This is an optimization exercise on Yosys and OpenROAD, whose aim is small area, a short achievable clock period and few clock cycles per item, not a production implementation.
The RTL was checked by simulation tests, not by an equivalence proof against the original design.

try-pepper:
// option_path_payoff_engine_top
module option_path_payoff_engine_top #(
    parameter int MAX_STEPS = 1024,
    parameter int DIV_ST    = 5
) (
    input  logic        i_clk,
    input  logic        i_rst_n,
    input  logic        i_in_valid,
    output logic        o_in_stall,
    input  logic [31:0] i_in_price,
    input  logic        i_in_last,
    input  logic        i_in_clear,
    output logic        o_out_valid,
    input  logic        i_out_stall,
    output logic [41:0] o_path_payoff,
    output logic [10:0] o_path_entries,
    output logic [62:0] o_total_payoff,
    output logic [39:0] o_total_entries,
    input  logic        i_cfg_we,
    input  logic [2:0]  i_cfg_index,
    input  logic [31:0] i_cfg_data
);
    localparam int CW = $clog2(MAX_STEPS + 1);
    localparam logic [CW-1:0] LIM1 = CW'(MAX_STEPS - 1);
    logic        r_kind, r_style;
    logic [2:0]  r_mode;
    logic [31:0] r_strike, r_barrier, r_sdisc;
    logic [33:0] r_sdisc3;            
    always_ff @(posedge i_clk) begin
        if (!i_rst_n) begin
            r_kind <= 1'b0; r_style <= oppe_pkg::STYLE_EU; r_mode <= oppe_pkg::MODE_PLAIN;
            r_strike <= '0; r_barrier <= '0; r_sdisc <= oppe_pkg::ONE_Q131;
            r_sdisc3 <= 34'(oppe_pkg::ONE_Q131) * 34'd3;
  ...
Size in the first run: ~16000 cells after synthesis, roughly 230 I/O pins, about 0.12 mm² of cells after synthesis.
clock: 13.0 ns
lec_check: 0
abc_area: 1
cap_margin: 20
core_margin: 2
core_utilization: 40
place_density: 0.55
setup_slack_margin: 5
slew_margin: 20
run.sh (not shown) runs the stock make flow with config.mk's settings and CLKGATE_MAP_FILE= SYNTH_SCRIPT=/design/flow/synth_recipe.tcl, a recipe that flattens the netlist after the stock synthesis.
The final layout from try-pepper, which completed every stage, passed the timing, design-rule and antenna checks at the end of the flow.
Testbench counts of try-pepper, summed over its fixed seeds: cycles 14,756, steps 13,604.
[inputs] try-lagoon vs try-pepper
-- flow/config.mk --
<<< try-pepper, line 9
export CAP_MARGIN = 20
export CORE_MARGIN = 2
export CORE_UTILIZATION = 40
export PLACE_DENSITY = 0.55
export SETUP_SLACK_MARGIN = 5
export SLEW_MARGIN = 20
>>> try-lagoon, line 9
export CAP_MARGIN = 20
export CORE_MARGIN = 2
export CORE_UTILIZATION = 35
export PLACE_DENSITY = 0.45
export SETUP_SLACK_MARGIN = 5
export SLEW_MARGIN = 20
try-lagoon vs try-pepper, via count of the first global-routing pass went up by 1.2%.
Post-layout net count delta (try-lagoon -> try-pepper): insignificant
try-pepper has a lower total instance count after detailed placement than try-lagoon.
Per the final summary, try-lagoon finished and its layout is clean on timing, DRC and antenna.
Input-level comparison between try-onyx and try-lagoon:
-- flow/config.mk --
<<< try-lagoon, line 6
export NUM_CORES = 4
export LEC_CHECK = 0
export ABC_AREA = 1
export CAP_MARGIN = 20
export CORE_MARGIN = 2
>>> try-onyx, line 6
export NUM_CORES = 4
export LEC_CHECK = 0
export CAP_MARGIN = 20
export CORE_MARGIN = 2
[summary]
try-onyx vs. try-lagoon: ratio of final minimum period to clock period saw an increase, number of buffers outside the clock class in the layout climbed 403, wire length decreased 10%, half-perimeter wire length of the detailed placement result went down by about 17%. Looking at largest family of logic cells by synthesized area, the adder cells result is from try-lagoon; the compound AO/OA/AOI/OAI gates one comes from try-onyx.

* * *

option_path_payoff_engine_top, a different RTL version from the one above (not shown whole).
Size in the first run: about 15,000 cells after synthesis, about 230 I/O pins.
export LEC_CHECK = 0
export ABC_AREA = 1
export CAP_MARGIN = 20
export CORE_MARGIN = 2
export CORE_UTILIZATION = 35
export PLACE_DENSITY = 0.45
export SLEW_MARGIN = 20
create_clock -name core_clock -period 13.0 [get_ports {i_clk}]
Testbench counts at the start, summed over its fixed seeds: cycles 14,628, steps 13,604.
==> next run, changes <==
SETUP_SLACK_MARGIN = 5   (was not set)
=>
- The new run produced a clean layout
- sequential share of layout area drops by 1.8 points
- routed wire length increases by 3.9%
- setup slack gains 3.3 ns
- clock-buffer cell count climbs by 1
- fmax is higher by 40%
- utilization is higher by 3.7 points
- area after synthesis is unchanged
- die area does not change

## re-timing with driven ports
How much do the figures lean on ideal ports? The routed layouts below were timed once more, with nothing changed but the port constraints.
Step 1: set_driving_cell puts a clkbuf_16 on i_clk and a buf_2 on each other input, an assumption about the parent block.
Step 2 times the ports against the registers' clock, not the clock port: input delays grow and output delays shrink by t, the midpoint of the rising clock arrivals with the driver on.
Three values: ideal ports, drivers, drivers and shift; two values: the first two.
| run | shift t [ns] | setup slack, ns | hold slack, ns | worst setup path after step 2 | pins driven straight from the clock port |
|---|---|---|---|---|---|
| try-pepper | 0.927 | 5.133 / 5.133 / 5.133 | 0.386 / 0.386 / 0.386 | register to register | 1 |
| try-lagoon | 0.975 | 5.119 / 5.119 / 5.119 | 0.386 / 0.386 / 0.386 | register to register | 1 |
| try-onyx | 0.896 | 3.616 / 3.616 / 3.616 | 0.358 / 0.358 / 0.358 | register to register | 1 |
| the first run of note 2 | 0.961 | 1.292 / 1.292 / 1.292 | 0.355 / 0.355 / 0.355 | register to register | 1 |
| the second run of note 2 | 0.961 | 4.634 / 4.634 / 4.634 | 0.338 / 0.338 / 0.338 | register to register | 1 |
After both steps every run listed still meets setup and hold.
